From an optimization exercise on the open Yosys and OpenROAD flow, aimed at small area, a short achievable clock period and few clock cycles per item; shortcuts taken in it are not production practice.
Only simulation tests tie the RTL to the original design; equivalence was not proved.
Power is estimated from default activity; no workload was simulated.

<file path="flow/run.sh">
#!/bin/bash
set -euo pipefail
export BUFFER_PORTS_ARGS="-buffer_cell sky130_fd_sc_hd__buf_2"
bash standard.sh > flow_standard.log 2>&1
</file>
<file path="standard.sh">
#!/bin/bash
# synth_recipe.tcl (not shown) runs the flow's synth.tcl, then flattens the netlist and writes it again
# the make line also repeats each setting of config.mk as NAME=value (left out here)
make -C /OpenROAD-flow-scripts/flow DESIGN_CONFIG=/design/flow/config.mk WORK_HOME=/design/flow/orfs CLKGATE_MAP_FILE= SYNTH_SCRIPT=/design/flow/synth_recipe.tcl "${@:-finish}"
</file>
<file path="config.mk">
export PLATFORM = sky130hd
export DESIGN_NAME = height_color_map_shade
export DESIGN_NICKNAME = height_color_map_shade
export VERILOG_FILES = /design/flow/design.v
export SDC_FILE = /design/flow/constraint.sdc
export NUM_CORES = 4
export LEC_CHECK = 0
export CAP_MARGIN = 20
export CORE_MARGIN = 2
export CORE_UTILIZATION = 60
export CTS_CLUSTER_DIAMETER = 100
export CTS_CLUSTER_SIZE = 25
export SETUP_SLACK_MARGIN = 2.8
export SLEW_MARGIN = 20
</file>
<file path="constraint.sdc">
create_clock -name core_clock -period 5.0 [get_ports {clk_i}]
set_input_delay 1.0000 -clock core_clock [delete_from_list [all_inputs] [get_ports {clk_i}]]
set_output_delay 1.0000 -clock core_clock [all_outputs]
set_load 0.01 [all_outputs]
</file>
<file path="design.v">
package hcms_pkg;
  localparam int unsigned ADDR_W      = 5;    
  localparam int unsigned DATA_W      = 32;
  localparam int unsigned TABLE_SLOTS = 7;
  localparam int unsigned QUOT_W      = 6;    
  localparam logic [7:0] TOP_LEVEL  = 8'd255;
  localparam logic [7:0] PINK_RED   = 8'd255;
  localparam logic [7:0] PINK_GREEN = 8'd109;
  localparam logic [7:0] PINK_BLUE  = 8'd194;
  localparam logic [2:0] REG_ENTRY_COUNT = 3'd0;
endpackage
module hcms_regs #(
  parameter int unsigned MAX_ENTRIES = 7
) (
  input  logic                                        clk_i,
  input  logic                                        rst_ni,
  input  logic                                        psel,
  input  logic                                        penable,
  input  logic                                        pwrite,
  input  logic [hcms_pkg::ADDR_W-1:0]                 paddr,
  input  logic [hcms_pkg::DATA_W-1:0]                 pwdata,
  output logic [hcms_pkg::DATA_W-1:0]                 prdata,
  output logic [2:0]                                  entry_count_o,
  output logic [MAX_ENTRIES-1:0][hcms_pkg::DATA_W-1:0] entries_o
);
  logic [2:0]                                   count_q;
  logic [MAX_ENTRIES-1:0][hcms_pkg::DATA_W-1:0] entry_q;
  logic [2:0]                                   reg_idx;
  logic [MAX_ENTRIES:0]                         wr_q;
  logic [hcms_pkg::DATA_W-1:0]                  rd_d;
  logic [hcms_pkg::DATA_W-1:0]                  rd_q;
  assign reg_idx = paddr[hcms_pkg::ADDR_W-1:2];
  always_ff @(posedge clk_i or negedge rst_ni) begin
    if (!rst_ni) begin
      wr_q <= '0;
    end else begin
      for (int i = 0; i <= MAX_ENTRIES; i++) begin
        wr_q[i] <= psel & ~penable & pwrite & (reg_idx == 3'(i));
      end
    end
  end
  always_ff @(posedge clk_i or negedge rst_ni) begin
    if (!rst_ni) begin
      count_q <= '0;
      entry_q <= '0;
    end else begin
      if (wr_q[0]) begin
        count_q <= pwdata[2:0];
      end
      for (int i = 0; i < MAX_ENTRIES; i++) begin
        if (wr_q[i+1]) begin
          entry_q[i] <= pwdata;
        end
      end
    end
  end
  always_comb begin
    rd_d = {{(hcms_pkg::DATA_W-3){1'b0}}, count_q};
    for (int i = 0; i < MAX_ENTRIES; i++) begin
      if (reg_idx == 3'(i + 1)) begin
        rd_d = entry_q[i];
      end
    end
  end
  always_ff @(posedge clk_i) begin
    rd_q <= rd_d;
  end
  assign prdata = rd_q;
  assign entry_count_o = count_q;
  assign entries_o     = entry_q;
endmodule
module hcms_scan #(
  parameter int unsigned MAX_ENTRIES = 7
) (
  input  logic [2:0]                                   entry_count_i,
  input  logic [MAX_ENTRIES-1:0][hcms_pkg::DATA_W-1:0] entries_i,
  input  logic [7:0]                                   lvl_i,
  output logic [MAX_ENTRIES-1:0]                       sel_o,
  output logic [MAX_ENTRIES-1:1]                       nsel_o,
  output logic                                         top_o
);
  logic [MAX_ENTRIES-1:0] used;
  logic [MAX_ENTRIES-1:0] reach;
  logic [MAX_ENTRIES:0]   pass;
  always_comb begin
    for (int i = 0; i < MAX_ENTRIES; i++) begin
      used[i]  = 3'(i) < entry_count_i;
      reach[i] = lvl_i >= entries_i[i][31:24];
    end
    pass[0] = 1'b1;
    for (int i = 0; i < MAX_ENTRIES; i++) begin
      pass[i+1] = pass[i] & used[i] & reach[i];
    end
    for (int i = 0; i < MAX_ENTRIES - 1; i++) begin
      sel_o[i] = pass[i+1] & ~(used[i+1] & reach[i+1]);
    end
    sel_o[MAX_ENTRIES-1] = pass[MAX_ENTRIES];
    for (int i = 1; i < MAX_ENTRIES; i++) begin
      nsel_o[i] = pass[i] & used[i] & ~reach[i];
    end
    top_o = ~|nsel_o;
  end
endmodule
module hcms_pick #(
  parameter int unsigned MAX_ENTRIES = 7
) (
  input  logic [MAX_ENTRIES-1:0][hcms_pkg::DATA_W-1:0] entries_i,
  input  logic [MAX_ENTRIES-1:0]                       sel_i,
  input  logic [MAX_ENTRIES-1:1]                       nsel_i,
  input  logic                                         top_i,
  output logic [2:0]                                   k_o,
  output logic [7:0]                                   h_o,
  output logic [7:0]                                   next_o
);
  always_comb begin
    h_o    = '0;
    next_o = {8{top_i}};
    k_o    = {3{~|sel_i}};
    for (int i = 0; i < MAX_ENTRIES; i++) begin
      h_o = h_o | ({8{sel_i[i]}} & entries_i[i][31:24]);
      k_o = k_o | ({3{sel_i[i]}} & 3'(i));
    end
    for (int i = 1; i < MAX_ENTRIES; i++) begin
      next_o = next_o | ({8{nsel_i[i]}} & entries_i[i][31:24]);
    end
  end
endmodule
module hcms_span (
  input  logic [7:0] lvl_i,
  input  logic [7:0] h_i,
  input  logic [7:0] next_i,
  output logic [7:0] a_o,
  output logic [7:0] d_o
);
  logic [7:0] span;
  assign a_o  = next_i - lvl_i;
  assign span = next_i - h_i;
  assign d_o  = {span[7:1], span[0] | (&h_i)};
endmodule
module hcms_num (
  input  logic [7:0] a_i,
  output logic [8:0] r_o,
  output logic [5:1] n_o
);
  logic [12:0] m;
  assign m   = (13'(a_i) << 4) + (13'(a_i) << 3) + 13'(a_i);
  assign r_o = {1'b0, m[12:5]};
  assign n_o = m[4:0];
endmodule
module hcms_div (
  input  logic [8:0] r_i,
  input  logic       n_i,
  input  logic [7:0] d_i,
  output logic [8:0] r_o,
  output logic       q_o
);
  logic [8:0] t;
  logic [8:0] dd;
  assign t   = {r_i[7:0], n_i};
  assign dd  = {1'b0, d_i} ^ {9{~r_i[8]}};
  assign r_o = t + dd + {8'd0, ~r_i[8]};
  assign q_o = ~r_o[8];
endmodule
module height_color_map_shade #(
  parameter int unsigned MAX_ENTRIES = 7
) (
  input  logic              clk_i,
  input  logic              rst_ni,
  input  logic              start,
  output logic              busy,
  input  logic [7:0]        height_level_i,
  output logic              result_valid_o,
  output logic [7:0]        red_o,
  output logic [7:0]        green_o,
  output logic [7:0]        blue_o,
  output logic              table_hit_o,
  input  logic              psel,
  input  logic              penable,
  input  logic              pwrite,
  input  logic [hcms_pkg::ADDR_W-1:0] paddr,
  input  logic [hcms_pkg::DATA_W-1:0] pwdata,
  output logic [hcms_pkg::DATA_W-1:0] prdata,
  output logic              pready
);
  localparam int unsigned QW = hcms_pkg::QUOT_W;
  localparam int unsigned SL = QW + 2;
  logic [2:0]                                   entry_count;
  logic [MAX_ENTRIES-1:0][hcms_pkg::DATA_W-1:0] entries;
  logic [SL:0]                                  vld_q;
  logic [7:0]                                   lvl_q;
  logic                                         in_vld_q;
  logic                                         pk_vld_q;
  logic [MAX_ENTRIES-1:0]                       sel_d;
  logic [MAX_ENTRIES-1:1]                       nsel_d;
  logic [MAX_ENTRIES-1:0]                       sel0_q;
  logic [MAX_ENTRIES-1:1]                       nsel0_q;
  logic                                         top_d;
  logic                                         top0_q;
  logic [7:0]                                   lvl0_q;
  logic [2:0]                                   k_d;
  logic [7:0]                                   h_d;
  logic [7:0]                                   next_d;
  logic [2:0]                                   kp_q;
  logic [7:0]                                   hp_q;
  logic [7:0]                                   nextp_q;
  logic [7:0]                                   lvlp_q;
  logic [7:0]                                   a_d;
  logic [7:0]                                   d_d;
  logic [7:0]                                   a1_q;
  logic [SL-2:1][2:0]                           k_q;
  logic [SL-1:1][7:0]                           d_q;
  logic [SL-1:2][8:0]                           r_q;
  logic [SL-1:2][QW-1:1]                        n_q;
  logic [SL-1:3][QW-1:0]                        q_q;
  logic [8:0]                                   r_d;
  logic [QW-1:1]                                n_d;
  logic [QW-1:0][8:0]                           step_r;
  logic [QW-1:0]                                step_q;
  logic [23:0]                                  color_d;
  logic [23:0]                                  color_q;
  logic [23:0]                                  part_d;
  logic [23:0]                                  part_q;
  logic                                         q0_q;
  logic                                         miss1_q;
  logic                                         miss_q;
  logic [7:0]                                   red_d, green_d, blue_d;
  logic                                         out_vld_q;
  logic [7:0]                                   out_red_q, out_green_q, out_blue_q;
  logic                                         out_hit_q;
  assign busy   = 1'b0;
  assign pready = 1'b1;
  hcms_regs #(
    .MAX_ENTRIES (MAX_ENTRIES)
  ) u_regs (
    .clk_i         (clk_i),
    .rst_ni        (rst_ni),
    .psel          (psel),
    .penable       (penable),
    .pwrite        (pwrite),
    .paddr         (paddr),
    .pwdata        (pwdata),
    .prdata        (prdata),
    .entry_count_o (entry_count),
    .entries_o     (entries)
  );
  always_ff @(posedge clk_i or negedge rst_ni) begin
    if (!rst_ni) begin
      in_vld_q  <= 1'b0;
      pk_vld_q  <= 1'b0;
      vld_q     <= '0;
      out_vld_q <= 1'b0;
    end else begin
      in_vld_q  <= start;
      vld_q     <= {vld_q[SL-1:1], pk_vld_q, in_vld_q};
      pk_vld_q  <= vld_q[0];
      out_vld_q <= vld_q[SL];
    end
  end
  hcms_scan #(
    .MAX_ENTRIES (MAX_ENTRIES)
  ) u_scan (
    .entry_count_i (entry_count),
    .entries_i     (entries),
    .lvl_i         (lvl_q),
    .sel_o         (sel_d),
    .nsel_o        (nsel_d),
    .top_o         (top_d)
  );
  hcms_pick #(
    .MAX_ENTRIES (MAX_ENTRIES)
  ) u_pick (
    .entries_i     (entries),
    .sel_i         (sel0_q),
    .nsel_i        (nsel0_q),
    .top_i         (top0_q),
    .k_o           (k_d),
    .h_o           (h_d),
    .next_o        (next_d)
  );
  hcms_span u_span (
    .lvl_i  (lvlp_q),
    .h_i    (hp_q),
    .next_i (nextp_q),
    .a_o    (a_d),
    .d_o    (d_d)
  );
  hcms_num u_num (
    .a_i (a1_q),
    .r_o (r_d),
    .n_o (n_d)
  );
  for (genvar s = 0; s < QW; s++) begin : g_step
    hcms_div u_div (
      .r_i (r_q[s+2]),
      .n_i (s == QW - 1 ? 1'b0 : n_q[s+2][QW-1-s]),
      .d_i (d_q[s+2]),
      .r_o (step_r[s]),
      .q_o (step_q[s])
    );
  end
  always_comb begin
    color_d = '0;
    for (int i = 0; i < MAX_ENTRIES; i++) begin
      color_d = color_d | ({24{k_q[SL-2] == 3'(i)}} & entries[i][23:0]);
    end
    for (int c = 0; c < 3; c++) begin
      logic [8:0] diff;
      diff = {1'b0, color_q[c*8 +: 8]} - 9'(q_q[SL-1]);
      part_d[c*8 +: 8] = diff[8] ? 8'd0 : diff[7:0];
    end
  end
  always_ff @(posedge clk_i) begin
    lvl_q   <= height_level_i;
    lvl0_q  <= lvl_q;
    sel0_q  <= sel_d;
    nsel0_q <= nsel_d;
    top0_q  <= top_d;
    kp_q    <= k_d;
    hp_q    <= h_d;
    nextp_q <= next_d;
    lvlp_q  <= lvl0_q;
    k_q[1] <= kp_q;
    a1_q   <= a_d;
    d_q[1] <= d_d;
    k_q[2] <= k_q[1];
    d_q[2] <= d_q[1];
    r_q[2] <= r_d;
    n_q[2] <= n_d;
    for (int s = 0; s < QW - 1; s++) begin
      if (s < QW - 2) begin
        k_q[s+3] <= k_q[s+2];
      end
      d_q[s+3] <= d_q[s+2];
      r_q[s+3] <= step_r[s];
      n_q[s+3] <= n_q[s+2];
      q_q[s+3] <= (s == 0) ? QW'(step_q[s]) << (QW - 1) : q_q[s+2] | (QW'(step_q[s]) << (QW - 1 - s));
    end
    part_q  <= part_d;
    q0_q    <= step_q[QW-1];
    color_q <= color_d;
    miss_q  <= miss1_q;
    miss1_q <= (k_q[SL-2] == 3'd7);
  end
  always_comb begin
    logic [23:0] shade;
    for (int c = 0; c < 3; c++) begin
      shade[c*8 +: 8] = part_q[c*8 +: 8] - {7'd0, q0_q & (part_q[c*8 +: 8] != 8'd0)};
    end
    if (miss_q) begin
      red_d   = hcms_pkg::PINK_RED;
      green_d = hcms_pkg::PINK_GREEN;
      blue_d  = hcms_pkg::PINK_BLUE;
    end else begin
      red_d   = shade[23:16];
      green_d = shade[15:8];
      blue_d  = shade[7:0];
    end
  end
  always_ff @(posedge clk_i) begin
    out_red_q   <= red_d;
    out_green_q <= green_d;
    out_blue_q  <= blue_d;
    out_hit_q   <= ~miss_q;
  end
  assign result_valid_o = out_vld_q;
  assign red_o          = out_red_q;
  assign green_o        = out_green_q;
  assign blue_o         = out_blue_q;
  assign table_hit_o    = out_hit_q;
endmodule
</file>
==> results of run 1 <==
==> final cells by class <==
class                   instances  area [sq um]  share of cell area (%)
flip-flops and latches        577         12900                    46.4
multi-input cells            1433         11700                    42.1
repair buffers                191          1240                    4.49
clock buffers                  45           743                    2.68
well taps                     532           666                    2.40
inverters                     131           497                    1.79
clock inverters                 1          30.0                   0.108
diodes                          3          7.51                  0.0271
==> sequential cells by signal, indices dropped and copies added (netlist names), 9 cells and up <==
name	count
u_regs.entry_q	224
d_q	56
r_q	53
u_regs.rd_q	32
color_q	24
part_q	24
k_q	18
n_q	15
q_q	15
vld_q	9
==> cell usage after synthesis (3+ instances only) <==
master,count,area share (%)
a21boi_0,8,0.24
mux2_2,201,9.1
nor3b_1,3,0.090
o21a_1,4,0.12
a221oi_1,15,0.53
ha_1,146,7.3
a211oi_1,9,0.27
buf_4,4,0.12
mux4_2,11,1.0
nor4_1,8,0.20
xnor2_1,79,2.8
a21oi_1,82,1.6
o22ai_1,6,0.15
fa_1,15,1.2
buf_1,10,0.15
dfxtp_1,330,27
a211o_1,3,0.11
a222oi_1,16,0.64
nand2_1,130,2.0
clkbuf_1,69,1.0
o221ai_1,17,0.60
inv_1,131,2.0
a22o_1,5,0.18
nor3_1,29,0.58
o21ai_0,131,2.6
buf_2,19,0.38
nand4_1,3,0.075
a22oi_1,79,2.4
nand2b_1,46,1.2
nor2b_1,41,1.0
a31oi_1,20,0.50
o21ai_1,5,0.10
xor2_1,27,0.95
and3_1,10,0.25
nor2_1,117,1.8
nand3_1,47,0.94
a21o_1,22,0.66
mux2i_1,59,2.4
dfrtp_1,247,25
==> what timing repair did <==
action | in CTS | in global routing
gates cloned | 1 | 0
setup endpoints to repair | 96 | 50
gates resized for setup | 102 | 52
setup buffers | 41 | 25
pin swaps | 33 | 36
==> stage by stage <==
| step | instances | area (sq um) |
|---|---|---|
| final | 2913 | 27700 |
| after global routing | 2912 | 27700 |
| after CTS | 2885 | 27300 |
| after detailed placement | 2797 | 25900 |
| after global placement | 2797 | 25900 |
| after floorplan | 2242 | 24900 |
==> power by group <==
part	leakage, nW	switching [mW]	internal, mW
sequential	5.84	1.09	6.16
clock	0.365	1.44	1.03
combinational	6.24	3.87	3.71
==> kinds of logic (layout without fill, tap and decap cells) <==
group / Yosys count / after routing / synth area share (%)
compound gates: 446 / 446 / 11.7
xor+xnor: 106 / 106 / 3.73
simple gates: 446 / 447 / 8.49
mux: 271 / 271 / 12.5
flops: 577 / 577 / 51.4
fa+ha+maj: 161 / 161 / 8.54
buf+inv: 233 / 368 / 3.67
other cells: 2 / 5 / 0.0302
==> layer usage <==
| layer | part of all wire (%) | vias up | global-route usage (%) |
|---|---|---|---|
| met4 | 3.4 | 4 | 8.88 |
| met5 | 0.046 | - | 0 |
| li1 | - | 8102 | - |
| met3 | 7.2 | 143 | 4.81 |
| met2 | 47 | 625 | 45.6 |
| met1 | 42 | 8581 | 38.1 |
==> placed cells by master (no fill, tap or decap), drive strengths merged, types with 82 or more instances in the layout <==
cell type / n
a21oi: 82
buf: 191
dfrtp: 247
dfxtp: 330
ha: 146
inv: 130
mux2: 201
nand2: 130
nor2: 118
o21ai: 138
==> worst paths after layout <==
check                      startpoint            endpoint
max in group asynchronous      rst_ni  u_regs.entry_q[28]
max                           a1_q[0]              r_q[7]
max reg2reg                   a1_q[0]              r_q[7]
min                           k_q[10]             k_q[13]
min in group asynchronous      rst_ni           out_vld_q
min reg2reg                   k_q[10]             k_q[13]
==> impl_results.md, run 1 <==
* Run status: timing/DRC/antenna clean
* CTS H-tree lvls at 1
* Synth Area per Inst at between 10 and 15 sq um
* Top cell by count, worst path: o21ai_1
* RD Place Congestion at 0.900
* WP data arrival at 2.84 ns
* HP Class: reg2reg
* Yosys Warn Count at 4
* CTS tree: done
* Pin count of the biggest net entering global routing at 128
* Initial DRC Count at 1488
* Port Buf Inserts at 106
* Hold Slack at 0.325 ns
* DRT Wirelength at 61.2 mm
* Clock Path Buffers at 3
* Pwr dens at 625 nW/um^2
* Drt wl/cell at 21.0 microns
* Ys async rst share at 42.8%
* Cell variety after synth at 67
* Worst path bufs/invs at 1
* R2r worst-path depth at 11
* CP top delay family: adder cells
* Critical path depth in cells at 11
* Post-layout util at between 60% and 70%
* Cell Area, Synth at 24900 sq um
* Filler Cells Inserted at about 3.1k
* Vias at 17.5k
* Total track usage at between 20 and 30%
* Worst Skew at 0.0302 ns
* Fin worst setup slack at roughly 2.7 ns
* Die Wd at 208 microns
* Clock sinks at 577
* Layout cells sized above 1 at 22.6%
* Initial core utilization at 60.8%
* Final setup fails at 0
* Relative slew slack at 34.1%
* Ports at 111
* Root Buffer: clkbuf_16
* Pwr Total at about 17 mW
* Flop and latch count out of synthesis at 577
* Max-slew violation count at 0
* Worst hold stages at 0
* DP HPWL at 40.1 mm
* Total CTS buffers at 27
* Reg clk slew, reported paths at 0.10 ns
* Critical path startpoint category: flop
* DRT Pass-1 Iters at 6
* Worst-path maximum fanout at 2
* First-pass GRT wire length at ~95 mm
* Worst vdd ir at 0.352 mV
* Vias in the first global route at 17.2k
* Post-route setup TNS at 0 ns
* Crit share post-route at 46.3%
* Worst Path Class, Setup: reg2reg
* LEAKAGE at ~12 nW
* Core area at approximately 41000 sq um
* Synth Net Count at 2454
* Crit-path cells: fa_1, ha_2, inv_2, fa_2, nor2b_1, o21ai_1, a21boi_1, o21a_1, o21ai_1, nand2b_1, a21o_1
* Worst Tran Pin Value at ~1 ns
* Reg2reg setup slack at between 2 and 3 ns
* Worst Path Required at 5.52 ns
* Worst skew pair latency at ~0.60 ns
* Antenna violation net count after detailed routing at 0
* Ys flop type: dfxtp_1
* RSZ-0062 raised after global routing: yes
* Syn-to-layout area delta at 11.3%
* Crit-path slowest cell: fa_1
* Initial antenna violation count at 5
* Hold Buf Count CTS at 0
* Place WS at roughly 1.4 ns
* CP endpoint kind: flop
* Count of final hold-check violations at 0
* Post-Syn Instances at 2242
* Die Span Y at 208 microns
* Post-synth EDFFs at 0
* Slowest stage delay, CP at 0.54 ns
* Drt drc at 0
* Fin nets at roughly 2.6k
* Max Freq at 0.432 GHz
* Die footprint at between 40000 and 50000 sq um
* Drt via density at 5.99
* Post-synthesis sequential area ratio at 51.4%
* Max-cap violations at 0
* Row count at between 70 and 80
* Total gr overflow at 0
* Post-route minimum period at 2.31 ns
Testbench counts, summed over its fixed seeds: cycles 17,152, items 16,384.
==> inputs of run 2 (changes only) <==
--- a/config.mk
+++ b/config.mk
@@ -7,8 +7,8 @@
 export LEC_CHECK = 0
 export CAP_MARGIN = 20
 export CORE_MARGIN = 2
-export CORE_UTILIZATION = 60
+export CORE_UTILIZATION = 70
 export CTS_CLUSTER_DIAMETER = 100
 export CTS_CLUSTER_SIZE = 25
-export SETUP_SLACK_MARGIN = 2.8
+export SETUP_SLACK_MARGIN = 2.65
 export SLEW_MARGIN = 20
==> run 2 against run 1 <==
  * Clock skew decreased by 0.0030 ns
  * Flip-flop and latch count did not move
  * Die area shrank 14%
  * Fmax is 2.1% lower
  * Register-to-register slack got worse by 0.05 ns
  * Clock power about the same
  * Critical path depth unchanged
  * Hold slack got worse by 0.0045 ns
  * Total power shrank 2.0%
  * Largest power group unchanged
==> impl_results.md, run 2 <==
* Met2 global-route usage at 52.3% (was 45.6%)
* Clock Path Buffers at 3 (unchanged)
* Total CTS buffers at 27 (unchanged)
* Hold Slack at 0.321 ns (was 0.325 ns)
* First-pass GRT wire length at 90.4 mm (was 95.2 mm)
* Post-route minimum period at 2.36 ns (was 2.31 ns)
* Post-synth top cells: dfxtp_1, dfrtp_1, mux2_2 (unchanged)
* Clock sinks at 577 (unchanged)
* CP endpoint kind: flop (unchanged)
* Fin nets at 2557 (was 2573)
* Area leader, netlist: dfxtp_1 (unchanged)
* Max Freq at 0.423 GHz (was 0.432 GHz)
* Hold_sp: k_q[11] (was k_q[10])
* Multi-input gate area at 11500 sq um (was 11700 sq um)
* Crit-path slowest cell: fa_1 (unchanged)
* Total track usage at 31.6% (was 27.9%)
* DP HPWL at 39.6 mm (was 40.1 mm)
* Origin of the critical flop-to-flop path: a1_q[0] (unchanged)
* Sequential Area at 12800 sq um (was 12900 sq um)
* Synth Area per Inst at 11.1 sq um (unchanged)
* Worst Skew at 0.0272 ns (was 0.0302 ns)
* Synth Net Count at 2454 (unchanged)
* Drt drc at 0 (unchanged)
* Crit-path cells: fa_1, ha_2, inv_2, fa_2, nor2b_2, o21ai_2, a21boi_2, o21a_1, o21ai_1, nand2b_1, a21o_1 (was fa_1, ha_2, inv_2, fa_2, nor2b_1, o21ai_1, a21boi_1, o21a_1, o21ai_1, nand2b_1, a21o_1)
* Filler Cells Inserted at 2345 (was 3143)
* Worst vdd ir at 0.547 mV (was 0.352 mV)
* Port Buf Inserts at 106 (unchanged)
* Cell with the most instances after synthesis: dfxtp_1 (unchanged)
* Critical path startpoint category: flop (unchanged)
* Reg clk slew, reported paths at 0.10 ns (about the same)
* Max-cap violations at 0 (unchanged)
* Most Crowded Layer GR: met2 (unchanged)
* RD Place Congestion at 0.915 (was 0.900)
* Row count at 69 (was 74)
* Root Buffer: clkbuf_16 (unchanged)
* Cell Area, Synth at 24900 sq um (unchanged)
* Post-Syn Instances at 2242 (unchanged)
* DRT Wirelength at 59.0 mm (was 61.2 mm)
* Drt wl/cell at 20.9 microns (was 21.0 microns)
* Antenna violation net count after detailed routing at 0 (unchanged)
* Commonest cells after routing, fill and taps aside: dfxtp_1, dfrtp_1, mux2_2 (unchanged)
* Count of final hold-check violations at 0 (unchanged)
* Synth top area cells: dfxtp_1, dfrtp_1, mux2_2 (unchanged)
* Die Wd at 193 microns (was 208 microns)
* Max-slew violation count at 0 (unchanged)
* Commonest non-fill, non-tap cell in the layout: dfxtp_1 (unchanged)
* DRT Pass-1 Iters at 6 (unchanged)
* Crit share post-route at 47.3% (was 46.3%)
* Worst skew pair latency at 0.60 ns (about the same)
* Yosys Warn Count at 4 (unchanged)
* Initial core utilization at 70.5% (was 60.8%)
* Worst path bufs/invs at 1 (unchanged)
* Worst Tran Pin Value at 1.11 ns (was 0.989 ns)
* Largest Register: u_regs.entry_q (unchanged)
* Cell variety after synth at 67 (unchanged)
* Ports at 111 (unchanged)
* Syn-to-layout area delta at 9.65% (was 11.3%)
* Pwr dens at 621 nW/um^2 (was 625 nW/um^2)
* Final setup fails at 0 (unchanged)
* Critical Path Start: a1_q[0] (unchanged)
* CP top delay family: adder cells (unchanged)
* Core area at 35300 sq um (was 40900 sq um)
* Share of the synthesized area in the top cell type at 26.5% (unchanged)
* CTS tree: done (unchanged)
* Met3 global-route usage at 6.62% (was 4.81%)
* Worst Path Required at 5.52 ns (about the same)
* Worst Path Class, Setup: reg2reg (unchanged)
* Post-route setup TNS at 0 ns (unchanged)
* Initial DRC Count at 1299 (was 1488)
* Vias in the first global route at 17.2k (about the same)
* LEAKAGE at 12.3 nW (was 12.4 nW)
* Post-synthesis sequential area ratio at 51.4% (unchanged)
* Total gr overflow at 0 (unchanged)
* Met1 usage at 41.8% (was 38.1%)
* Place WS at 1.61 ns (was 1.41 ns)
* HP Class: reg2reg (unchanged)
* Worst-path maximum fanout at 2 (unchanged)
* Die footprint at 37100 sq um (was 43100 sq um)
* Drt via density at 6.16 (was 5.99)
* Max reg flops at 224 (unchanged)
* Flop and latch count out of synthesis at 577 (unchanged)
* Ys flop type: dfxtp_1 (unchanged)
* Pin count of the biggest net entering global routing at 125 (was 128)
* Layout cells sized above 1 at 21.5% (was 22.6%)
* Fin worst setup slack at 2.64 ns (was 2.69 ns)
* WP data arrival at 2.89 ns (was 2.84 ns)
* Post-synth EDFFs at 0 (unchanged)
* RSZ-0062 raised after global routing: yes (unchanged)
* Initial antenna violation count at 2 (was 5)
* Run status: timing/DRC/antenna clean (unchanged)
* Slowest stage delay, CP at 0.54 ns (about the same)
* Die Span Y at 193 microns (was 208 microns)
* Vias at 17.4k (was 17.5k)
* CTS H-tree lvls at 1 (unchanged)
* Ys async rst share at 42.8% (unchanged)
* Relative slew slack at 25.8% (was 34.1%)
* Biggest regs: u_regs.entry_q (224), d_q (56), r_q (53) (unchanged)
run 2: cell counts after synthesis:
No cell type changed its count.
run 2: what timing repair did:
action / 4_1_cts / 5_1_grt
setup endpoints to repair: 79 / 54
hold buffers: 0 / 0
pin swaps: 6 / 28
cloned: 0 / 1
buffers inserted: 15 / 29
gates resized for setup: 51 / 59
hold endpoints to repair: 0 / 0
run 2: area by class of cell:
| type | instances | area share (%) |
|---|---|---|
| tap | 461 | 2.11 |
| inverter | 131 | 1.81 |
| clock inverter | 2 | 0.142 |
| sequential | 577 | 47.1 |
| timing repair buffer | 175 | 3.95 |
| multi-input combinational | 1433 | 42.2 |
| antenna | 2 | 0.0183 |
| clock buffer | 44 | 2.71 |
run 2: path summary, 6_finish.rpt:
check                                endpoint  slack (ns)  cells after the start
max in group asynchronous  u_regs.entry_q[83]        3.33                      2
min in group asynchronous  u_regs.entry_q[38]        0.49                      1
max                                    r_q[7]        2.64                     11
min                                   k_q[14]        0.32                      0
min reg2reg                           k_q[14]        0.32                      0
max reg2reg                            r_q[7]        2.64                     11
run 2: through the flow:
step           util, %  std cells  area [sq um]  power (mW)
2_1_floorplan        -       2242         24900        12.1
3_3_place_gp      73.0       2731         25800        13.6
3_5_place_dp      73.1       2732         25800        13.9
4_1_cts           76.0       2793         26800        16.5
5_1_grt           77.3       2823         27300        18.3
6_report          77.3       2825         27300        17.0
run 2: where the power goes:
part / leakage [nW] / switching, mW / internal [mW] / total [mW]
clock network: 0.369 / 1.41 / 1.03 / 2.45
registers: 5.84 / 1.06 / 6.16 / 7.22
logic: 6.12 / 3.77 / 3.52 / 7.30
total: 12.3 / 6.25 / 10.7 / 17.0
run 2: cell families (layout without fill, tap and decap cells):
group                      count (synthesis)  count (layout)  share of synthesized area (%)
and+or+nand+nor                          446             447                           8.49
muxes                                    271             271                           12.5
other                                      2               4                         0.0302
xor gates and xnor gates                 106             106                           3.73
AOI/OAI and AO/OA                        446             446                           11.7
adders and majority gates                161             161                           8.54
DFF                                      577             577                           51.4
buffers and inverters                    233             352                           3.67
run 2: per-layer routing:
metal,part of all wire [%],up-vias
li1,-,8081
met1,40,8363
met2,47,797
met3,9.4,154
met4,3.4,2
met5,0.027,-
==> inputs of run 3 (changes only) <==
--- a/design.v
+++ b/design.v
@@ -27,6 +27,7 @@
   logic [MAX_ENTRIES-1:0][hcms_pkg::DATA_W-1:0] entry_q;
   logic [2:0]                                   reg_idx;
   logic [MAX_ENTRIES:0]                         wr_q;
+  logic                                         access;
   logic [hcms_pkg::DATA_W-1:0]                  rd_d;
   logic [hcms_pkg::DATA_W-1:0]                  rd_q;
   assign reg_idx = paddr[hcms_pkg::ADDR_W-1:2];
@@ -39,16 +40,17 @@
       end
     end
   end
+  assign access = psel & penable;
   always_ff @(posedge clk_i or negedge rst_ni) begin
     if (!rst_ni) begin
       count_q <= '0;
       entry_q <= '0;
     end else begin
-      if (wr_q[0]) begin
+      if (access & wr_q[0]) begin
         count_q <= pwdata[2:0];
       end
       for (int i = 0; i < MAX_ENTRIES; i++) begin
-        if (wr_q[i+1]) begin
+        if (access & wr_q[i+1]) begin
           entry_q[i] <= pwdata;
         end
       end
--- a/config.mk
+++ b/config.mk
@@ -7,8 +7,8 @@
 export LEC_CHECK = 0
 export CAP_MARGIN = 20
 export CORE_MARGIN = 2
-export CORE_UTILIZATION = 70
+export CORE_UTILIZATION = 60
 export CTS_CLUSTER_DIAMETER = 100
 export CTS_CLUSTER_SIZE = 25
-export SETUP_SLACK_MARGIN = 2.65
+export SETUP_SLACK_MARGIN = 2.8
 export SLEW_MARGIN = 20
==> run 3 against run 2 <==
  * Combinational power shrank 39%
  * Via count shrank 1.4%
  * Utilization shrank 11 points
  * Setup slack improved by 0.12 ns
  * Sequential power is 16% lower
==> impl_results.md, run 3 <==
* Run status: timing/DRC/antenna clean (unchanged)
* Non-Filler Instances at 2854 (was 2825)
* Commonest non-fill, non-tap cell in the layout: dfxtp_1 (unchanged)
* Layout cells sized above 1 at 24.3% (was 21.5%)
* Part of the power in registers at 47.0% (was 42.6%)
* Clock Path Buffers at 3 (unchanged)
* Clock sinks at 577 (unchanged)
* Internal Power at 8.68 mW (was 10.7 mW)
* LEAKAGE at 12.6 nW (was 12.3 nW)
* Slowest stage delay, CP at 0.51 ns (was 0.54 ns)
* Clock power frac at 18.9% (was 14.4%)
* Origin of the critical flop-to-flop path: a1_q[1] (was a1_q[0])
* CTS H-tree lvls at 1 (unchanged)
* Crit share post-route at 44.9% (was 47.3%)
* Psw at 4.29 mW (was 6.25 mW)
* DRT Pass-1 Iters at 6 (unchanged)
* Placed Cells at 2783 (was 2732)
* Pwr Total at 13.0 mW (was 17.0 mW)
* Ys flop type: dfxtp_1 (unchanged)
* Worst-path maximum fanout at 3 (was 2)
* Max-cap violations at 0 (unchanged)
* Row count at 75 (was 69)
* Synth top area cells: dfxtp_1, dfrtp_1, mux2_2 (unchanged)
* Worst Path Class, Setup: reg2reg (unchanged)
* Fin nets at 2512 (was 2557)
* Root Buffer: clkbuf_16 (unchanged)
* Die Span Y at 210 microns (was 193 microns)
* Ys async rst share at 42.8% (unchanged)
* Die footprint at 44000 sq um (was 37100 sq um)
* Post-synth top cells: dfxtp_1, mux2_2, dfrtp_1 (was dfxtp_1, dfrtp_1, mux2_2)
* Post-Syn Instances at 2206 (was 2242)
* Biggest regs: u_regs.entry_q (224), d_q (56), r_q (53) (unchanged)
* Hold Slack at 0.319 ns (was 0.321 ns)
* WP data arrival at 2.75 ns (was 2.89 ns)
* Post-synthesis sequential area ratio at 50.3% (was 51.4%)
* Worst Skew at 0.0275 ns (was 0.0272 ns)
* Initial core utilization at 60.7% (was 70.5%)
* Port Buf Inserts at 106 (unchanged)
* Initial antenna violation count at 3 (was 2)
* Max Freq at 0.445 GHz (was 0.423 GHz)
* Flop and latch count out of synthesis at 577 (unchanged)
* RD Place Congestion at 0.885 (was 0.915)
* Reg clk slew, reported paths at 0.10 ns (about the same)
* Total CTS buffers at 27 (unchanged)
* Hold_sp: k_q[7] (was k_q[11])
* Crit-path cells: fa_1, ha_2, inv_2, fa_2, inv_2, a21o_1, a21oi_2, o21bai_1, a21o_1, xor2_1 (was fa_1, ha_2, inv_2, fa_2, nor2b_2, o21ai_2, a21boi_2, o21a_1, o21ai_1, nand2b_1, a21o_1)
* Worst vdd ir at 0.301 mV (was 0.547 mV)
* Share of the synthesized area in the top cell type at 26.0% (was 26.5%)
* Commonest cells after routing, fill and taps aside: dfxtp_1, mux2_2, dfrtp_1 (was dfxtp_1, dfrtp_1, mux2_2)
* Drt drc at 0 (unchanged)
* Ports at 111 (unchanged)
* CTS tree: done (unchanged)
* First-pass GRT wire length at 94.1 mm (was 90.4 mm)
* Initial DRC Count at 1379 (was 1299)
* Area leader, netlist: dfxtp_1 (unchanged)
* Post-synth EDFFs at 0 (unchanged)
* RSZ-0062 raised after global routing: yes (unchanged)
* Cell variety after synth at 76 (was 67)
* Pwr dens at 467 nW/um^2 (was 621 nW/um^2)
* Cell Area, Synth at 25400 sq um (was 24900 sq um)
* Worst hold stages at 0 (unchanged)
* Syn-to-layout area delta at 9.30% (was 9.65%)
* Core area at 41900 sq um (was 35300 sq um)
* Post-route setup TNS at 0 ns (unchanged)
* Comb pwr share at 34.1% (was 43.0%)
* Synth Net Count at 2419 (was 2454)
* Total track usage at 27.4% (was 31.6%)
* DP HPWL at 41.2 mm (was 39.6 mm)
* Largest Register: u_regs.entry_q (unchanged)
* Net Sw Frac at 33.1% (was 36.8%)
* Crit-path slowest cell: fa_1 (unchanged)
* Antenna violation net count after detailed routing at 0 (unchanged)
* Yosys Warn Count at 4 (unchanged)
* Post-layout util at 66.3% (was 77.3%)
* Worst skew pair latency at 0.60 ns (about the same)
* Critical path startpoint category: flop (unchanged)
* Die Wd at 210 microns (was 193 microns)
* Drt via density at 6.01 (was 6.16)
* Critical Path Start: a1_q[1] (was a1_q[0])
* Cell with the most instances after synthesis: dfxtp_1 (unchanged)
* Max reg flops at 224 (unchanged)
* R2r worst-path depth at 10 (was 11)
* Total gr overflow at 0 (unchanged)
* Worst Tran Pin Value at 0.985 ns (was 1.11 ns)
* Worst Path Required at 5.50 ns (was 5.52 ns)
* Max-slew violation count at 0 (unchanged)
* Count of final hold-check violations at 0 (unchanged)
* Synth Area per Inst at 11.5 sq um (was 11.1 sq um)
* Pin count of the biggest net entering global routing at 122 (was 125)
* HP Class: reg2reg (unchanged)
* Relative slew slack at 34.4% (was 25.8%)
* Post-route minimum period at 2.25 ns (was 2.36 ns)
* Final setup fails at 0 (unchanged)
* DRT Wirelength at 60.4 mm (was 59.0 mm)
* Vias in the first global route at 17.3k (was 17.2k)
* CP endpoint kind: flop (unchanged)
* Drt wl/cell at 21.1 microns (was 20.9 microns)
* Vias at 17.2k (was 17.4k)
run 3: logic make-up after synthesis:
group                    synth area share [%]
AND/OR/NAND/NOR                          8.06
other                                  0.0296
XOR/XNOR                                 3.65
adder cells (fa/ha/maj)                  8.42
AO/OA/AOI/OAI                            10.6
flip-flops                               50.3
multiplexers                             15.1
buffers and inverters                    3.77
run 3: worst paths after layout:
check,end,slack [ns]
worst min-delay path,k_q[10],0.32
worst max register to register,r_q[5],2.75
worst min register to register,k_q[10],0.32
worst max-delay path,r_q[5],2.75
min in group asynchronous,in_vld_q,0.43
max in group asynchronous,u_regs.entry_q[95],3.27
run 3: routing by layer:
layer	wire [microns]	vias up	GRT usage, %
met5	0	-	0
met4	2150	0	10.0
li1	-	8013	-
met3	3730	151	3.77
met1	25300	8415	36.0
met2	29200	580	46.6
run 3: final cells by class:
type                       count  area, sq um
tap                          539          674
multi-input combinational   1398        12000
clock buffer                  42          732
inverter                     138          518
clock inverter                 2         38.8
fill                        3309        14100
timing repair buffer         157          998
antenna                        1         2.50
sequential                   577        12800
run 3: power groups by stage:
stage / clock network (mW) / registers [mW] / logic (mW)
final: 2.46 / 6.10 / 4.42
after global routing: 2.70 / 6.19 / 4.97
after CTS: 2.53 / 6.10 / 4.28
after detailed placement: 0 / 6.19 / 4.13
after global placement: 0 / 6.17 / 3.99
after floorplan: 0 / 5.94 / 3.31
run 3: per-stage QoR:
stage | setup slack [ns] | area [sq um]
6_report | 2.75 | 27800
3_5_place_dp | 1.79 | 26400
5_1_grt | 2.63 | 27800
3_3_place_gp | 1.81 | 26400
4_1_cts | 2.75 | 27400
2_1_floorplan | 2.77 | 25400
run 3: critical path: cells and delay by family (launching register included):
family | cells | cell delay [ns]
fa+ha+maj | 3 | 1.06
compound gates | 4 | 0.46
flops | 1 | 0.37
xor+xnor | 1 | 0.18
buf+inv | 2 | 0.09
run 3: what timing repair did:
| item | CTS | global route |
|---|---|---|
| setup buffers | 9 | 17 |
| endpoints found under the setup margin | 121 | 105 |
| gates resized for setup | 59 | 49 |
| hold buffers | 0 | 0 |
| pin swaps | 18 | 23 |
Testbench counts of run 3, summed over its fixed seeds: cycles 17,152, items 16,384.
==> inputs of run 4 (changes only) <==
==> flow/run.sh (replaced) <==
#!/bin/bash
set -euo pipefail
export BUFFER_PORTS_ARGS="-buffer_cell sky130_fd_sc_hd__buf_1"
bash standard.sh > flow_standard.log 2>&1
==> run 4 against run 3 <==
  * Cell count is 0.14% higher
  * Design area is 0.14% lower
  * Total power is 0.31% lower
  * Non-clock buffer count is 4 higher
  * Area after synthesis stayed put
  * Clock skew is 0.0084 ns higher
  * Via count is 0.30% higher
  * Sequential power hardly changed
  * Clock power hardly changed
  * Hold slack worse by 0.084 ns
  * Count of clock-buffer cells in the layout stayed put
==> impl_results.md, run 4 <==
* CP endpoint kind: flop (unchanged)
* Cell variety after synth at 76 (unchanged)
* Antenna violation net count after detailed routing at 0 (unchanged)
* Biggest regs: u_regs.entry_q (224), d_q (56), r_q (53) (unchanged)
* Post-route setup TNS at 0 ns (unchanged)
* Final setup fails at 0 (unchanged)
* Layout cells sized above 1 at 21.1% (was 24.3%)
* Synth Net Count at 2419 (unchanged)
* Ys flop type: dfxtp_1 (unchanged)
* Root Buffer: clkbuf_16 (unchanged)
* Largest Register: u_regs.entry_q (unchanged)
* Clock Path Buffers at 3 (unchanged)
* Worst Skew at 0.0360 ns (was 0.0275 ns)
* Worst Tran Pin Value at 0.947 ns (was 0.985 ns)
* Worst-path maximum fanout at 3 (unchanged)
* Post-synthesis sequential area ratio at 50.3% (unchanged)
* Worst skew pair latency at 0.61 ns (was 0.60 ns)
* Ys async rst share at 42.8% (unchanged)
* Initial antenna violation count at 4 (was 3)
* Ports at 111 (unchanged)
* Pin count of the biggest net entering global routing at 126 (was 122)
* Internal Power at 8.63 mW (was 8.68 mW)
* Crit share post-route at 45.3% (was 44.9%)
* DP HPWL at 41.6 mm (was 41.2 mm)
* CTS H-tree lvls at 1 (unchanged)
* Cell with the most instances after synthesis: dfxtp_1 (unchanged)
* DRT Pass-1 Iters at 7 (was 6)
* Max reg flops at 224 (unchanged)
* Initial DRC Count at 1228 (was 1379)
* Synth top area cells: dfxtp_1, dfrtp_1, mux2_2 (unchanged)
* Reg clk slew, reported paths at 0.10 ns (about the same)
* Psw at 4.30 mW (was 4.29 mW)
* Die footprint at 44000 sq um (unchanged)
* Comb pwr share at 33.7% (was 34.1%)
* Area leader, netlist: dfxtp_1 (unchanged)
* Post-route minimum period at 2.26 ns (was 2.25 ns)
* Pwr Total at 12.9 mW (was 13.0 mW)
* Net Sw Frac at 33.3% (was 33.1%)
* RSZ-0062 raised after global routing: yes (unchanged)
* Total track usage at 27.6% (was 27.4%)
* Fin nets at 2517 (was 2512)
* Hold Slack at 0.235 ns (was 0.319 ns)
* R2r endpoint: r_q[5] (unchanged)
* Total CTS buffers at 27 (unchanged)
* Share of the synthesized area in the top cell type at 26.0% (unchanged)
* Yosys Warn Count at 4 (unchanged)
* Post-synth EDFFs at 0 (unchanged)
* Drt via density at 6.02 (was 6.01)
* Vias in the first global route at 17.3k (about the same)
* Critical path startpoint category: flop (unchanged)
* Vias at 17.2k (about the same)
* Reg2reg setup slack at 2.74 ns (was 2.75 ns)
* Max Freq at 0.442 GHz (was 0.445 GHz)
* Drt drc at 0 (unchanged)
* Max-cap violations at 0 (unchanged)
* Max-slew violation count at 0 (unchanged)
* Synth Area per Inst at 11.5 sq um (unchanged)
* DRT Wirelength at 61.1 mm (was 60.4 mm)
* Run status: timing/DRC/antenna clean (unchanged)
* Origin of the critical flop-to-flop path: a1_q[1] (unchanged)
* CTS tree: done (unchanged)
* Pwr dens at 467 nW/um^2 (about the same)
* Worst Path Class, Setup: reg2reg (unchanged)
* Die Span Y at 210 microns (unchanged)
* Die Wd at 210 microns (unchanged)
* Part of the power in registers at 47.2% (was 47.0%)
* WP data arrival at 2.77 ns (was 2.75 ns)
* R2r worst-path depth at 10 (unchanged)
* Initial core utilization at 60.7% (unchanged)
* LEAKAGE at 12.3 nW (was 12.6 nW)
* Count of final hold-check violations at 0 (unchanged)
* Port Buf Inserts at 106 (unchanged)
* Clock power frac at 19.1% (was 18.9%)
* Clock sinks at 577 (unchanged)
* Filler Cells Inserted at 3244 (was 3309)
* Drt wl/cell at 21.4 microns (was 21.1 microns)
* Row count at 75 (unchanged)
* Total gr overflow at 0 (unchanged)
* RD Place Congestion at 0.909 (was 0.885)
* First-pass GRT wire length at 94.7 mm (was 94.1 mm)
* HP Class: in2async (was reg2reg)
* Worst vdd ir at 0.305 mV (was 0.301 mV)
* Post-Syn Instances at 2206 (unchanged)
* Relative slew slack at 36.9% (was 34.4%)
* Post-synth top cells: dfxtp_1, mux2_2, dfrtp_1 (unchanged)
* Flop and latch count out of synthesis at 577 (unchanged)
* Core area at 41900 sq um (unchanged)
* Commonest non-fill, non-tap cell in the layout: dfxtp_1 (unchanged)
* Cell Area, Synth at 25400 sq um (unchanged)
* Commonest cells after routing, fill and taps aside: dfxtp_1, mux2_2, dfrtp_1 (unchanged)
* Worst Path Required at 5.51 ns (was 5.50 ns)
* Syn-to-layout area delta at 9.14% (was 9.30%)
-- run 4: cell counts after synthesis --
No cell type changed its count.
-- run 4: worst max path at each step --
stage | slack, ns | cells past startpoint | end | start
2_1_floorplan | 2.77 | 7 | u_regs.rd_q[25] | paddr[2]
3_3_place_gp | 1.69 | 8 | u_regs.rd_q[2] | paddr[2]
3_5_place_dp | 1.65 | 5 | u_regs.rd_q[2] | paddr[2]
4_1_cts | 2.71 | 8 | u_regs.rd_q[2] | paddr[2]
5_1_grt | 2.64 | 10 | r_q[5] | a1_q[1]
6_report | 2.74 | 10 | r_q[5] | a1_q[1]
-- run 4: area by class of cell --
type,instances,area (sq um),area share (%)
Multi-Input combinational cell,1399,12000,43.2
Timing Repair Buffer,161,920,3.32
Inverter,138,518,1.87
Clock inverter,1,30.0,0.108
Clock buffer,42,732,2.64
Antenna cell,1,2.50,0.00903
Tap cell,539,674,2.43
Sequential cell,577,12900,46.4
-- run 4: metrics by stage --
step,instance area (sq um),util (%),cells,worst slack [ns]
3_3_place_gp,26300,62.7,2782,1.69
6_report,27700,66.2,2858,2.74
4_1_cts,27300,65.2,2834,2.71
3_5_place_dp,26300,62.7,2782,1.65
5_1_grt,27700,66.2,2858,2.64
2_1_floorplan,25400,-,2206,2.77
-- run 4: power by group through the flow --
stage / clock [mW] / sequential (mW) / combinational, mW
floorplan: 0 / 5.94 / 3.31
global placement: 0 / 6.20 / 3.94
detailed placement: 0 / 6.21 / 4.10
CTS: 2.52 / 6.12 / 4.22
global route: 2.69 / 6.20 / 4.88
finish: 2.47 / 6.11 / 4.36
-- run 4: kinds of logic (layout without fill, tap and decap cells) --
group / count (synthesis) / after routing / share of synthesized area (%)
simple gates: 399 / 400 / 8.06
flops: 577 / 577 / 50.3
mux: 332 / 332 / 15.1
buf+inv: 231 / 342 / 3.77
fa+ha+maj: 162 / 162 / 8.42
xor+xnor: 106 / 106 / 3.65
other cells: 2 / 3 / 0.0296
compound gates: 397 / 397 / 10.6
-- run 4: routing by layer --
| layer | share of wire, % | vias up | track usage, % | routed length (microns) |
|---|---|---|---|---|
| li1 | - | 8016 | - | - |
| met1 | 43 | 8520 | 36.8 | 26400 |
| met2 | 48 | 534 | 46.8 | 29100 |
| met3 | 5.6 | 134 | 3.68 | 3400 |
| met4 | 3.5 | 6 | 9.37 | 2130 |
| met5 | 0.064 | - | 0 | 39 |
-- run 4: timing repair --
item / in CTS / in global routing
hold endpoints to repair: 0 / 0
resized for setup: 66 / 73
setup buffers: 8 / 23
cloned: 1 / 0
hold buffers: 0 / 0
pin swaps: 17 / 20
setup endpoints to repair: 171 / 109
-- run 4: worst max-delay path, stage by stage (launching register included) --
cell and delay (ns):
dfxtp_4 0.37, fa_1 0.51, ha_2 0.20, inv_2 0.04, fa_2 0.34, inv_2 0.05, a21o_1 0.12, a21oi_2 0.06
o21bai_1 0.15, a21o_1 0.17, xor2_1 0.18
==> inputs of run 5 (changes only) <==
==> flow/run.sh (replaced) <==
#!/bin/bash
set -euo pipefail
export BUFFER_PORTS_ARGS="-buffer_cell sky130_fd_sc_hd__buf_2"
bash standard.sh > flow_standard.log 2>&1
--- a/config.mk
+++ b/config.mk
@@ -7,8 +7,8 @@
 export LEC_CHECK = 0
 export CAP_MARGIN = 20
 export CORE_MARGIN = 2
-export CORE_UTILIZATION = 60
+export CORE_UTILIZATION = 70
 export CTS_CLUSTER_DIAMETER = 100
 export CTS_CLUSTER_SIZE = 25
-export SETUP_SLACK_MARGIN = 2.8
+export SETUP_SLACK_MARGIN = 2.9
 export SLEW_MARGIN = 20
==> run 5 against run 4 <==
  * Via count grew 1.9%
  * Clock power is essentially flat
  * Area after synthesis is the same
  * Still clean
  * Die area shrank 14%
  * Critical endpoint is now r_q[7]
  * Sequential share of layout area shrank 0.66 points
  * Clock skew shrank 0.0069 ns
==> impl_results.md, run 5 <==
* Run status: timing/DRC/antenna clean (unchanged)
* Synth top area cells: dfxtp_1, dfrtp_1, mux2_2 (unchanged)
* DP HPWL at 40.0 mm (was 41.6 mm)
* Vias at 17.5k (was 17.2k)
* Post-synth EDFFs at 0 (unchanged)
* Top cell by count, worst path: a21o_1
* Worst skew pair latency at 0.60 ns (was 0.61 ns)
* Total track usage at 31.2% (was 27.6%)
* Max reg flops at 224 (unchanged)
* Layout cells sized above 1 at 27.6% (was 21.1%)
* First-pass GRT wire length at 92.9 mm (was 94.7 mm)
* Synth Net Count at 2419 (unchanged)
* CTS tree: done (unchanged)
* Worst vdd ir at 0.374 mV (was 0.305 mV)
* Core area at 35700 sq um (was 41900 sq um)
* Clock Path Buffers at 3 (unchanged)
* Drt via density at 6.27 (was 6.02)
* Sequential Area at 12900 sq um (about the same)
* Area leader, netlist: dfxtp_1 (unchanged)
* Flop and latch count out of synthesis at 577 (unchanged)
* Max-cap violations at 0 (unchanged)
* Worst Tran Pin Value at 0.807 ns (was 0.947 ns)
* Die footprint at 37800 sq um (was 44000 sq um)
* Die Span Y at 194 microns (was 210 microns)
* RD Place Congestion at 0.971 (was 0.909)
* Root Buffer: clkbuf_16 (unchanged)
* Drt drc at 0 (unchanged)
* Worst Path Class, Setup: reg2reg (unchanged)
* Total gr overflow at 0 (unchanged)
* Yosys Warn Count at 4 (unchanged)
* Ys flop type: dfxtp_1 (unchanged)
* Final setup fails at 0 (unchanged)
* Ports at 111 (unchanged)
* Synth Area per Inst at 11.5 sq um (unchanged)
* Crit-path cells: fa_1, ha_2, inv_2, fa_2, inv_2, a21o_1, a21oi_2, o21bai_1, a21o_1, a21o_1 (was fa_1, ha_2, inv_2, fa_2, inv_2, a21o_1, a21oi_2, o21bai_1, a21o_1, xor2_1)
* Critical path startpoint category: flop (unchanged)
* Drt wl/cell at 21.4 microns (about the same)
* Ys async rst share at 42.8% (unchanged)
* Row count at 69 (was 75)
* Slowest stage delay, CP at 0.48 ns (was 0.51 ns)
* Max Freq at 0.445 GHz (was 0.442 GHz)
* Vias in the first global route at 17.7k (was 17.3k)
* Total CTS buffers at 27 (unchanged)
* Post-layout util at 78.9% (was 66.2%)
* HP Class: reg2reg (was in2async)
* Post-route minimum period at 2.25 ns (was 2.26 ns)
* Initial DRC Count at 1439 (was 1228)
* Share of the synthesized area in the top cell type at 26.0% (unchanged)
* Worst-path maximum fanout at 2 (was 3)
* CTS H-tree lvls at 1 (unchanged)
* Port Buf Inserts at 106 (unchanged)
* Die Wd at 194 microns (was 210 microns)
* RSZ-0062 raised after global routing: yes (unchanged)
* Cell Area, Synth at 25400 sq um (unchanged)
* DRT Pass-1 Iters at 6 (was 7)
* Hold Buf Count CTS at 0 (unchanged)
* WP data arrival at 2.72 ns (was 2.77 ns)
* Worst Skew at 0.0291 ns (was 0.0360 ns)
* Post-route setup TNS at 0 ns (unchanged)
* Initial antenna violation count at 2 (was 4)
* Largest Register: u_regs.entry_q (unchanged)
* Relative slew slack at 46.2% (was 36.9%)
* Post-Syn Instances at 2206 (unchanged)
* Post-synthesis sequential area ratio at 50.3% (unchanged)
* Biggest regs: u_regs.entry_q (224), d_q (56), r_q (53) (unchanged)
* LEAKAGE at 12.8 nW (was 12.3 nW)
* Multi-input gate area at 12200 sq um (was 12000 sq um)
* Cell with the most instances after synthesis: dfxtp_1 (unchanged)
* Count of final hold-check violations at 0 (unchanged)
* Clock sinks at 577 (unchanged)
* Commonest non-fill, non-tap cell in the layout: dfxtp_1 (unchanged)
* Antenna violation net count after detailed routing at 0 (unchanged)
* Pwr dens at 471 nW/um^2 (was 467 nW/um^2)
* Max-slew violation count at 0 (unchanged)
* Commonest cells after routing, fill and taps aside: dfxtp_1, mux2_2, dfrtp_1 (unchanged)
* Worst Path Required at 5.48 ns (was 5.51 ns)
* Syn-to-layout area delta at 10.8% (was 9.14%)
* Pin count of the biggest net entering global routing at 108 (was 126)
* Cell variety after synth at 76 (unchanged)
* Crit share post-route at 44.9% (was 45.3%)
* Filler Cells Inserted at 2279 (was 3244)
* Reg clk slew, reported paths at 0.09 ns (was 0.10 ns)
* Fin nets at 2534 (was 2517)
* Crit-path slowest cell: fa_1 (unchanged)
* CP endpoint kind: flop (unchanged)
* Post-synth top cells: dfxtp_1, mux2_2, dfrtp_1 (unchanged)
* Initial core utilization at 71.2% (was 60.7%)
* DRT Wirelength at 60.0 mm (was 61.1 mm)
-- run 5: cell count changes in the layout (fill, tap and decap cells not counted), moves of 7 or more --
cell,change
buf_4,+19
dfxtp_2,+12
dfrtp_2,-7
dfxtp_1,-13
dfrtp_1,+7
o21ai_0,-7
buf_1,-99
buf_2,+94
buf_6,+10
-- run 5: cell type report --
| class | instances | share of cell area, % |
|---|---|---|
| Multi-Input combinational cell | 1398 | 43.3 |
| Sequential cell | 577 | 45.8 |
| Clock buffer | 42 | 2.60 |
| Clock inverter | 2 | 0.138 |
| Antenna cell | 2 | 0.0178 |
| Inverter | 138 | 1.85 |
| Tap cell | 461 | 2.05 |
| Timing Repair Buffer | 179 | 4.26 |
-- run 5: repair_timing --
action / 4_1_cts / 5_1_grt
pin swaps: 17 / 36
resized for setup: 104 / 87
endpoints found under the setup margin: 216 / 157
endpoints found under the hold margin: 0 / 0
setup buffers: 20 / 30
-- run 5: cells by family after synthesis --
group / count (synthesis) / share of synthesized area (%)
flip-flops: 577 / 50.3
AND/OR/NAND/NOR: 399 / 8.06
AO/OA/AOI/OAI: 397 / 10.6
multiplexers: 332 / 15.1
buffers and inverters: 231 / 3.77
adder cells (fa/ha/maj): 162 / 8.42
XOR/XNOR: 106 / 3.65
other: 2 / 0.0296
-- run 5: path summary, 6_finish.rpt --
path	start	endpoint	slack (ns)	depth (start not counted)
worst max-delay path	a1_q[4]	r_q[7]	2.75	10
worst min-delay path	n_q[6]	n_q[11]	0.33	0
worst min register to register	n_q[6]	n_q[11]	0.33	0
max in group asynchronous	rst_ni	u_regs.entry_q[151]	3.50	2
min in group asynchronous	rst_ni	vld_q[0]	0.42	1
worst max register to register	a1_q[4]	r_q[7]	2.75	10
-- run 5: power breakdown --
group / internal, mW / total (mW) / switching (mW)
combinational: 2.30 / 4.71 / 2.41
clock: 1.03 / 2.46 / 1.43
sequential: 5.51 / 6.08 / 0.577
total: 8.84 / 13.3 / 4.41
-- run 5: worst max-delay path: cells and delay by family, from the launching register on --
kind	cells	cell delay (ns)
compound gates	5	0.80
fa+ha+maj	3	0.89
buf+inv	2	0.08
flops	1	0.36
-- run 5: metal layers --
layer,global-route usage [%],wire [microns]
met1,40.4,24000
met2,53.3,29200
met3,4.49,4270
met4,12.3,2550
met5,0,11
-- run 5: stage by stage --
step / cells / instance area, sq um / setup slack (ns) / hold slack [ns] / power, mW
final: 2799 / 28100 / 2.75 / 0.329 / 13.3
after global routing: 2798 / 28100 / 2.67 / 0.334 / 14.1
after CTS: 2767 / 27600 / 2.76 / 0.330 / 12.9
after detailed placement: 2703 / 26300 / 1.84 / 0.312 / 10.3
after global placement: 2703 / 26300 / 1.87 / 0.310 / 10.1
after floorplan: 2206 / 25500 / 2.88 / 0.310 / 9.26
==> inputs of run 6 (changes only) <==
--- a/config.mk
+++ b/config.mk
@@ -7,8 +7,8 @@
 export LEC_CHECK = 0
 export CAP_MARGIN = 20
 export CORE_MARGIN = 2
-export CORE_UTILIZATION = 70
+export CORE_UTILIZATION = 65
 export CTS_CLUSTER_DIAMETER = 100
 export CTS_CLUSTER_SIZE = 25
-export SETUP_SLACK_MARGIN = 2.9
+export SETUP_SLACK_MARGIN = 2.75
 export SLEW_MARGIN = 20
==> run 6 against run 5 <==
  * Largest power group unchanged
  * Utilization is 7.7 points lower
  * Flip-flop and latch count stayed put
  * Still clean
  * Sequential share of layout area is 0.89 points higher
  * Clock power hardly changed
  * Register-to-register slack hardly changed
  * Synthesized cell count stayed put
  * Hold slack worse by 0.0052 ns
  * Routed wire length is 0.77% lower
  * Area after synthesis stayed put
  * Design area is 2.2% lower
==> impl_results.md, run 6 <==
* Max reg flops at 224 (unchanged)
* Fin nets at 2502 (was 2534)
* Psw at 4.27 mW (was 4.41 mW)
* Adder-Cell Fraction of Synth Area at 8.42% (unchanged)
* Synth Net Count at 2419 (unchanged)
* Origin of the critical flop-to-flop path: a1_q[5] (was a1_q[4])
* Crit share post-route at 45.0% (was 44.9%)
* Die Wd at 202 microns (was 194 microns)
* Yosys Warn Count at 4 (unchanged)
* Ports at 111 (unchanged)
* Post-synth EDFFs at 0 (unchanged)
* Die Span Y at 202 microns (was 194 microns)
* Vias at 17.2k (was 17.5k)
* Share of the synthesized area in the top cell type at 26.0% (unchanged)
* Drt via density at 6.09 (was 6.27)
* CP endpoint kind: flop (unchanged)
* Max Freq at 0.444 GHz (was 0.445 GHz)
* Drt drc at 0 (unchanged)
* Commonest non-fill, non-tap cell in the layout: dfxtp_1 (unchanged)
* Reg2reg setup slack at 2.75 ns (about the same)
* Ys flop type: dfxtp_1 (unchanged)
* Worst Skew at 0.0313 ns (was 0.0291 ns)
* Critical Path Start: a1_q[5] (was a1_q[4])
* Area leader, netlist: dfxtp_1 (unchanged)
* Cell Area, Synth at 25400 sq um (unchanged)
* Hold Slack at 0.324 ns (was 0.329 ns)
* Post-synth top cells: dfxtp_1, mux2_2, dfrtp_1 (unchanged)
* Post-synthesis mux area share at 15.1% (unchanged)
* Worst-path maximum fanout at 3 (was 2)
* Worst Path Required at 5.48 ns (about the same)
* DRT Pass-1 Iters at 7 (was 6)
* Worst Tran Pin Value at 0.935 ns (was 0.807 ns)
* Synth Area per Inst at 11.5 sq um (unchanged)
* Worst Path Class, Setup: reg2reg (unchanged)
* Cell with the most instances after synthesis: dfxtp_1 (unchanged)
* Clock power frac at 19.0% (was 18.5%)
* Syn-to-layout area delta at 8.41% (was 10.8%)
* RSZ-0062 raised after global routing: yes (unchanged)
* Final setup fails at 0 (unchanged)
* Synth Area in XOR/XNOR at 3.65% (unchanged)
* Max-slew violation count at 0 (unchanged)
* DP HPWL at 40.6 mm (was 40.0 mm)
* Die footprint at 40700 sq um (was 37800 sq um)
* Largest family of logic cells by synthesized area: multiplexers (unchanged)
* Synth top area cells: dfxtp_1, dfrtp_1, mux2_2 (unchanged)
* Drt wl/cell at 21.1 microns (was 21.4 microns)
* Total CTS buffers at 27 (unchanged)
* Post-layout util at 71.3% (was 78.9%)
* Post-route setup TNS at 0 ns (unchanged)
* Pin count of the biggest net entering global routing at 126 (was 108)
* Worst hold stages at 0 (unchanged)
* Net Sw Frac at 33.2% (was 33.3%)
* Post-Syn Instances at 2206 (unchanged)
* DRT Wirelength at 59.5 mm (was 60.0 mm)
* Part of the power in registers at 47.5% (was 45.9%)
* Synth Area in Simple Gates at 8.06% (unchanged)
* Post-route minimum period at 2.25 ns (about the same)
* Total gr overflow at 0 (unchanged)
* First-pass GRT wire length at 93.3 mm (was 92.9 mm)
* Commonest cells after routing, fill and taps aside: dfxtp_1, mux2_2, dfrtp_1 (unchanged)
* Pwr dens at 467 nW/um^2 (was 471 nW/um^2)
* Hold Buf Count CTS at 0 (unchanged)
* Placed Cells at 2761 (was 2703)
* Ys async rst share at 42.8% (unchanged)
* Clock sinks at 577 (unchanged)
* R2r worst-path depth at 7 (was 10)
* Comb pwr share at 33.5% (was 35.5%)
* Port Buf Inserts at 106 (unchanged)
* Biggest regs: u_regs.entry_q (224), d_q (56), r_q (53) (unchanged)
* Hold path endpoint: k_q[12] (was n_q[11])
* Initial antenna violation count at 7 (was 2)
* Run status: timing/DRC/antenna clean (unchanged)
* Max-cap violations at 0 (unchanged)
* CTS H-tree lvls at 1 (unchanged)
* Relative slew slack at 37.7% (was 46.2%)
* Reg clk slew, reported paths at 0.10 ns (was 0.09 ns)
* RD Place Congestion at 0.921 (was 0.971)
* CTS tree: done (unchanged)
* R2r endpoint: r_q[6] (was r_q[7])
* Worst vdd ir at 0.334 mV (was 0.374 mV)
* HP Class: reg2reg (unchanged)
* Non-Filler Instances at 2822 (was 2799)
* Filler Cells Inserted at 2878 (was 2279)
* Internal Power at 8.59 mW (was 8.84 mW)
* Clock Path Buffers at 3 (unchanged)
* Post-synthesis compound-gate area fraction at 10.6% (unchanged)
* Count of final hold-check violations at 0 (unchanged)
* Worst skew pair latency at 0.60 ns (about the same)
* Cell variety after synth at 76 (unchanged)
* WP data arrival at 2.74 ns (was 2.72 ns)
* Largest Register: u_regs.entry_q (unchanged)
* Row count at 72 (was 69)
* LEAKAGE at 12.5 nW (was 12.8 nW)
* Initial core utilization at 65.7% (was 71.2%)
* Hold_sp: k_q[9] (was n_q[6])
* Post-synthesis sequential area ratio at 50.3% (unchanged)
* Initial DRC Count at 1600 (was 1439)
* Root Buffer: clkbuf_16 (unchanged)
* Layout cells sized above 1 at 23.5% (was 27.6%)
* Antenna violation net count after detailed routing at 0 (unchanged)
* Vias in the first global route at 17.4k (was 17.7k)
* Total track usage at 29.2% (was 31.2%)
* Flop and latch count out of synthesis at 577 (unchanged)
* Critical path startpoint category: flop (unchanged)
* Core area at 38600 sq um (was 35700 sq um)
run 6: timing repair:
item                                   in CTS  in global routing
endpoints found under the hold margin       0                  0
gates resized for setup                    40                 53
pin swaps                                  10                 21
buffers inserted                            4                 13
setup endpoints to repair                 111                 94
run 6: critical path: stages, from the launching register on:
cell	delay [ns]
dfxtp_4	0.37
fa_1	0.56
ha_1	0.23
a21o_1	0.19
a21oi_2	0.20
o21ai_2	0.09
o41ai_2	0.32
xnor2_1	0.19
run 6: how the worst max path moves through the flow:
stage                                 end  cells past startpoint
after CTS                 u_regs.rd_q[27]                      7
final                              r_q[6]                      7
after detailed placement  u_regs.rd_q[14]                      5
after floorplan           u_regs.rd_q[25]                      7
after global routing               r_q[5]                     10
after global placement    u_regs.rd_q[14]                      5
run 6: logic make-up (layout without fill, tap and decap cells):
group | after synthesis | count (layout)
xor gates and xnor gates | 106 | 106
DFF | 577 | 577
buffers and inverters | 231 | 327
and+or+nand+nor | 399 | 399
AOI/OAI and AO/OA | 397 | 397
other | 2 | 4
adders and majority gates | 162 | 162
muxes | 332 | 332
run 6: power by group through the flow:
stage	Clock [mW]	Combinational [mW]	Sequential (mW)
final	2.44	4.31	6.11
after detailed placement	0	4.12	6.20
after floorplan	0	3.31	5.94
after global routing	2.66	4.83	6.20
after CTS	2.49	4.22	6.11
after global placement	0	3.95	6.17
run 6: cell type report:
class,instances,area [sq um],share of cell area [%]
antenna,2,5.00,0.0182
inverter,138,518,1.88
sequential,577,12900,46.7
tap,518,648,2.35
timing repair buffer,147,907,3.29
multi-input combinational,1398,11800,43.0
clock inverter,1,30.0,0.109
clock buffer,41,728,2.64
run 6: metal layers:
layer / GRT usage (%) / share of wire (%)
met2: 49.2 / 48
met4: 11.4 / 4.2
met3: 4.23 / 5.9
met1: 38.2 / 41
met5: 0 / 0.079
run 6: per-stage QoR:
| stage | total power [mW] | cell area, sq um | setup WS, ns |
|---|---|---|---|
| after floorplan | 9.25 | 25400 | 2.77 |
| after global placement | 10.1 | 26300 | 1.86 |
| after detailed placement | 10.3 | 26300 | 1.81 |
| after CTS | 12.8 | 27300 | 2.69 |
| after global routing | 13.7 | 27500 | 2.66 |
| final | 12.9 | 27500 | 2.75 |

-- afterwards: timing with drivers on the ports --
The results above use ideal ports. As a check the final layouts listed here were re-extracted and re-timed, cells and wires unchanged.
Step 1: set_driving_cell puts a clkbuf_16 on clk_i and a buf_2 on each other input, an assumption about the parent block.
Step 2 times the ports against the registers' clock, not the clock port: input delays grow and output delays shrink by t, the midpoint of the rising clock arrivals with the driver on.
Three values: ideal, step 1, step 2; two values: the first two.
run	t, ns	setup WS [ns]	hold WS [ns]	worst register clock-pin slew, ns	worst slew at a driven data input, ns
run 1	0.644	2.685 / 2.685 / 2.314	0.325 / 0.325 / 0.325	0.10 / 0.10	0.09
run 2	0.643	2.636 / 2.636 / 2.067	0.321 / 0.321 / 0.321	0.10 / 0.10	0.09
run 3	0.647	2.753 / 2.753 / 2.232	0.319 / 0.319 / 0.319	0.10 / 0.10	0.08
run 4	0.647	2.737 / 2.737 / 2.216	0.235 / 0.206 / 0.327	0.10 / 0.10	0.09
run 5	0.643	2.754 / 2.754 / 2.292	0.329 / 0.329 / 0.329	0.10 / 0.10	0.08
run 6	0.639	2.749 / 2.749 / 2.175	0.324 / 0.324 / 0.324	0.10 / 0.10	0.07
After both steps every run listed still meets setup and hold. The setup slack of run 6, which loses most, moves by 0.000 ns with the drivers and by -0.574 ns with both steps.
